Background: an optimization exercise with open tools, aiming at small area and few clock cycles per item. Do not read the settings as production practice. No functional check of the RTL was part of any run shown here.

==> flow/design.v, too long to show whole: its modules and the start of the top module <==
// module fp_mult_pipe: 1377 lines
module fp_mult_pipe #(
   parameter int EXP_W = 8,
   parameter int MAN_W = 23
) (
   input  logic                 clk,
   input  logic                 rst_n,
   input  logic                 in_valid,
   output logic                 in_ready,
   input  logic [EXP_W+MAN_W:0] x,
   input  logic [EXP_W+MAN_W:0] y,
   output logic                 out_valid,
   input  logic                 out_ready,
   output logic [EXP_W+MAN_W:0] result
   ,
   output logic [3:0]           flags
);
  // ...
==> flow/flow/run.sh <==
#!/bin/bash
# Layout flow: the standard ORFS flow (standard.sh) with three changes:
#  - synthesis skips Yosys's generic `abc -fast` pass (synth -noabc), so the full
#    adders written in the RTL reach extract_fa as written;
#  - the final ABC technology mapping uses flow/abc.script (area recovery under a
#    delay target, then gate sizing) instead of ORFS's abc_speed.script;
#  - every port is buffered by a buf_2 instead of the default clkdlybuf4s50_1.
set -euo pipefail
cd "$(dirname "$0")/.."
W=$(pwd)
export FLOW_SYNTH_TCL=$W/synth_recipe.tcl
export FLOW_ABC_SCRIPT=$W/flow/abc.script
export BUFFER_PORTS_ARGS="-buffer_cell sky130_fd_sc_hd__buf_2"
bash standard.sh synth SYNTH_ARGS=-noabc SYNTH_SCRIPT=$W/flow/synth.tcl > synth.log 2>&1
bash standard.sh finish SYNTH_ARGS=-noabc SYNTH_SCRIPT=$W/flow/synth.tcl > layout.log 2>&1
==> flow/flow/abc.script <==
strash
ifraig
dch -f
map -D 5500
topo
stime -c
buffer -c
upsize -c -D 5500
dnsize -c -D 5500
==> flow/flow/synth.tcl <==
# The standard flow's synthesis script (synth_recipe.tcl, sourced below unchanged), with the
# technology-mapping ABC run given our own script (flow/abc.script) in place of
# ORFS's abc_speed.script.  Only the combinational mapping changes; registers are
# mapped before ABC runs and keep their standard-synthesis names and cells.
proc abc {args} {
  set i [lsearch -exact $args -script]
  if { $i >= 0 } {
    lset args [expr {$i + 1}] $::env(FLOW_ABC_SCRIPT)
    puts "flow/synth.tcl: abc -script $::env(FLOW_ABC_SCRIPT)"
  }
  yosys abc {*}$args
}
source $::env(FLOW_SYNTH_TCL)
==> flow/standard.sh <==
#!/bin/bash
# synth_recipe.tcl (not shown) runs the flow's synth.tcl, then flattens the netlist and writes it again
# the make line also repeats each setting of config.mk as NAME=value (left out here)
make -C /OpenROAD-flow-scripts/flow DESIGN_CONFIG=/design/flow/config.mk WORK_HOME=/design/flow/orfs CLKGATE_MAP_FILE= SYNTH_SCRIPT=/design/flow/synth_recipe.tcl "${@:-finish}"
==> flow/config.mk <==
export PLATFORM = sky130hd
export DESIGN_NAME = fp_mult_pipe
export DESIGN_NICKNAME = fp_mult_pipe
export VERILOG_FILES = /design/flow/design.v
export SDC_FILE = /design/flow/constraint.sdc
export NUM_CORES = 4
export LEC_CHECK = 0
export CAP_MARGIN = 20
export CORE_MARGIN = 2
export CORE_UTILIZATION = 40
export CTS_BUF_LIST = sky130_fd_sc_hd__clkbuf_8
export GPL_TIMING_DRIVEN = 0
export SLEW_MARGIN = 20
==> flow/constraint.sdc <==
create_clock -name core_clock -period 7.5 [get_ports {clk}]
set_input_delay 1.5000 -clock core_clock [delete_from_list [all_inputs] [get_ports {clk}]]
set_output_delay 1.5000 -clock core_clock [all_outputs]
set_load 0.01 [all_outputs]
==> results.py, run 1 <==
metrics = {
    "status": {
        "status": "complete, no violations",
    },
    "clock_network": {
        "cts_inserted_buffers": 5,
        "cts_tree": "built",
        "postCtsResizedCells": 64,
        "clk_path_buf_depth": 2,
        "postCtsSetupRepairBufs": 5,
    },
    "route": {
        "wl_per_cell_microns": 23.5,
        "dr_wl_met3_microns": 5330,
        "wl_met1_microns": 26000,
    },
    "layout": {
        "fillerInstances": 4111,
        "clkCellAreaFrac_pct": 0.617,
        "antenna_cells": 0,
        "drive_gt1_share_pct": 10.0,
        "multi_input_area_share_pct": 78.4,
        "design_area_sq_um": 18300,
        "layout_common_cells": "xor2_1 (262), fa_1 (258), o22ai_1 (246), inv_1 (202), nand2_1 (164)",
        "final_common_cell": "xor2_1",
        "syn_to_final_growth_pct": 9.82,
        "largestClassByArea": "multi-input gates",
        "nNonClkInverters": 215,
    },
    "worst_setup_path": {
        "r2r_end": "ph_q[10]",
        "reg2reg_from": "v_q",
        "required_ns": 7.54,
        "path_depth": 22,
        "rr_worst_depth": 2,
    },
    "placed_design": {
        "dp_slack_ns": -1.26,
        "place_inst": 2608,
    },
    "synthesis": {
        "synth_top_family_by_area": "adder cells",
        "yosys.area_share.simple_pct": 9.97,
        "ys_warn_count": 1,
    },
    "min_path": {
        "hold_depth": 2,
        "worstHoldStart": "v_q",
    },
    "sta": {
        "skew_ns": 0.0116,
        "setup_violations": 0,
        "tightest_slew_ns": 1.14,
    },
    "global_route": {
        "use_met2_pct": 44.8,
        "grt_util_met1_pct": 37.1,
    },
    "die": {
        "start_util_pct": 40.6,
    },
}
==> inputs of run 2 (changes only) <==
--- a/flow/design.v
+++ b/flow/design.v
@@ -1325,17 +1325,17 @@
    assign rnd   = msb ? rnd1 : rnd0;
    assign inx   = ph_q[0] | st_q | (msb & ph_q[1]);
    always_comb begin
       ones[0] = 1'b1;
       for (int i = 1; i < SW; i++)
          ones[i] = ones[i-1] & man_n[i-1];
    end
    assign frac = man_n[MAN_W-1:0] ^ ({MAN_W{rnd}} & ones[MAN_W-1:0]);
-   assign cry  = rnd & (&ph_q[SW:2]) & (msb | ph_q[1]);
+   assign cry  = rnd & ones[SW-1] & man_n[SW-1];
    logic [XW-1:0] e_s;
    logic [2:0]    ovf_k, unf_k;
    assign e_s = {1'b0, e_q} + XW'(msb) + XW'(cry);
    assign e_o = e_s[EXP_W-1:0] - BIAS[EXP_W-1:0];
    always_comb begin
       for (int k = 0; k < 3; k++) begin
          ovf_k[k] = ({1'b0, e_q} + XW'(k)) >= EMAX + BIAS;
          unf_k[k] = ({1'b0, e_q} + XW'(k)) <= BIAS;
==> run 2 against run 1 <==
  * Still clean
  * Non-clock buffer count down 2
  * Clock skew down 0.0028 ns
  * Cell area up 0.27%
  * Maximum frequency down 0.14%
  * Hold slack worse by 0.032 ns
  * Critical path depth down 3
  * Register-to-register slack better by 0.02 ns
  * First-iteration DRC count down 6.1%
  * Largest cell class unchanged
==> results.py, run 2 <==
metrics = {
    "status": {
        "status": "complete, no violations",
    },
    "synthesis": {
        "ys_warn_count": 1,
        "yosys.area.top_type": "fa_1",
        "synth_edf_count": 40,
        "ys_seq_area_share_pct": 7.38,
        "synth_top_area_share_pct": 31.1,
        "ys.flop_type": "edfxtp_1",
        "postSynthCellCount": 1978,
        "synth_area_per_cell_sq_um": 8.40,
        "yosysMostFrequentCell": "xor2_1",
        "ys_ff_latch": 41,
        "synth_nets": 2418,
        "synthTopCellsByArea": "fa_1 (31%), xor2_1 (15%), o22ai_1 (9.3%)",
        "synth_area_sq_um": 16600,
        "synth_cell_types": 47,
        "ys_async_sr_fraction_pct": 2.44,
        "synth_common_cells": "xor2_1 (276), fa_1 (258), o22ai_1 (246), inv_1 (215), nand2_1 (164)",
    },
    "sta": {
        "fin_crit_sh_pct": 98.3,
        "skew_ns": 0.00878,
        "drv_slew": 0,
        "tightest_slew_ns": 1.07,
        "max_freq_mhz": 136,
        "setup_violations": 0,
        "relSlewSlack_pct": 28.8,
        "hold_viol": 0,
        "fin_crit_ns": 7.38,
    },
    "layout": {
        "largest_register_ffs": 26,
        "final_util_pct": 44.7,
        "regMostFlops": "ph_q",
        "nets": 2532,
        "final_common_cell": "xor2_1",
        "antenna_cells": 0,
        "layout_common_cells": "xor2_1 (276), fa_1 (258), o22ai_1 (246), inv_1 (211), nand2_1 (160)",
        "drive_gt1_share_pct": 10.3,
        "top_regs": "ph_q (26), e_q (9), sc_q (2)",
        "syn_to_final_growth_pct": 10.2,
    },
    "global_route": {
        "overflow": 0,
        "grt_pass1_vias": 15500,
        "grt_usage_pct": 27.7,
        "grt_pass1_wl_microns": 92700,
        "grt_start_max_net_pins": 34,
        "antenna_found_initial": 0,
    },
    "clock_network": {
        "clk_path_buf_depth": 2,
        "cts_inserted_buffers": 5,
        "cts.sinks": 41,
        "cts_root_buffer": "clkbuf_8",
        "cts_tree": "built",
        "clk_pin_slew_ns": 0.08,
        "h-tree-depth": 2,
        "clk_latency_ns": 0.31,
    },
    "worst_setup_path": {
        "path_cells": "buf_2 -> ha_1 -> clkbuf_2 -> buf_4 -> xor2_1 -> o22ai_1 -> fa_1 -> fa_1 -> fa_1 -> fa_1 -> fa_1 -> ha_1 -> inv_1 -> nor2_1 -> inv_1 -> o41ai_2 -> nand3_1 -> o221ai_1 -> xor2_1",
        "crit_path_frequent_cell": "fa_1",
        "cp_top_family": "adder cells",
        "end_kind": "flip-flop",
        "crit_type": "in2reg",
        "cp_max_fo": 10,
        "slowest_stage": "fa_1",
        "required_ns": 7.63,
        "max_stage_delay_ns": 0.56,
        "start_kind": "input pin",
        "crit_buf_inv": 5,
        "crit_arrival_ns": 7.51,
    },
    "die": {
        "start_util_pct": 40.6,
        "core_sq_um": 40900,
        "rows": 74,
        "die_h_microns": 208,
        "dieArea_sq_um": 43200,
        "die_w_microns": 208,
        "io_pins": 106,
    },
    "route": {
        "via_count": 15400,
        "drtPass1Iterations": 5,
        "drc_errors": 0,
        "drt-initial-drc-count": 1428,
        "wl_microns": 60700,
        "wl_per_cell_microns": 23.1,
        "viasPerCell": 5.86,
        "ant_nets": 0,
    },
    "placed_design": {
        "dp_hpwl_microns": 51800,
        "portBuffers": 104,
        "gp_congestion": 0.995,
    },
    "flow_run": {
        "maxCapViolations": 0,
    },
    "min_path": {
        "hp-class": "reg2reg",
    },
}
[run 2: cell types whose count changed in the layout (fill, tap and decap cells not counted), moves of 5 or more]
cell and delta:
xnor2_1 -14, xor2_1 +14, inv_1 +9, nand4_1 -9, clkbuf_1 -8, nand3_1 +8, nor2_1 -7, nor4_1 +7
o21ai_0 +7, a21oi_1 +5, buf_1 +5, clkbuf_4 +5, o211ai_1 -5
[run 2: worst paths after layout]
path,start,endpoint,slack [ns],depth (start not counted)
setup / recovery,y[21],ph_q[22],0.12,19
hold / removal,v_q,v_q,0.69,2
setup reg to reg,v_q,ph_q[10],6.29,2
hold reg to reg,v_q,v_q,0.69,2
max in group asynchronous,rst_n,v_q,6.47,1
min in group asynchronous,rst_n,v_q,0.95,1
[run 2: final cells by class]
class                           count  area (sq um)
Fill cell                        4156         22600
Multi-Input combinational cell   1605         14300
Sequential cell                    41          1230
Inverter                          225           861
Timing Repair Buffer              123           688
Tap cell                          532           666
Buffer                             91           434
Clock buffer                        5          68.8
Clock inverter                      3          46.3
[run 2: tightest hold or removal path, cell delays in order (launching register included)]
cell and delay (ns):
dfrtp_1 0.36, nand2_2 0.19, nand2_1 0.11
[run 2: cell families (layout without fill, tap and decap cells)]
family | after synthesis | count (layout) | synth area share [%]
buf+inv | 332 | 447 | 7.51
compound gates | 523 | 523 | 18.8
simple gates | 393 | 393 | 9.90
flops | 41 | 41 | 7.38
xor+xnor | 317 | 317 | 16.7
fa+ha+maj | 372 | 372 | 39.7
[run 2: metal layers]
layer	GRT usage [%]	share of wire [%]
met1	37.2	43
met2	45.6	46
met3	4.66	7.9
met4	8.98	3.6
met5	0	0
[run 2: timing repair]
action	in CTS	in global routing
setup endpoints to repair	22	29
pin swaps	0	5
hold endpoints to repair	0	0
buffers inserted	8	10
resized for setup	55	80
hold buffers	0	0
[run 2: through the flow]
step	TNS, ns	instances	worst slack [ns]	cell area (sq um)	hold WS, ns
after floorplan	0	1978	0.203	16600	1.20
after global placement	-17.55	2614	-1.45	17800	1.28
after detailed placement	-17.96	2615	-1.42	17800	0.677
after CTS	-0.0851	2624	-0.0851	18100	0.699
after global routing	-0.0235	2625	-0.0235	18300	0.739
final	0	2625	0.124	18300	0.691

[port drivers added, routing unchanged]
How much do the figures lean on ideal ports? The routed layouts below were timed once more, with nothing changed but the port constraints.
Step 1, drivers: a clkbuf_16 drives clk and a buf_2 each remaining input, both assumed.
Step 2 also shifts input and output timing later by t, the mid clock arrival at the registers, as if the neighbouring blocks saw the same clock.
Slacks: ideal / step 1 / step 2; pairs: ideal / step 1.
| run | t, ns | setup slack, ns | hold slack, ns |
|---|---|---|---|
| run 1 | 0.325 | 0.135 / 0.140 / -0.185 | 0.723 / 0.723 / 0.723 |
| run 2 | 0.339 | 0.124 / 0.133 / -0.205 | 0.691 / 0.691 / 0.691 |
Met with ideal ports but missed after step 2: setup timing in run 1 and run 2. For run 2, which loses most, drivers alone change the setup slack by +0.009 ns; drivers and shift together by -0.329 ns.
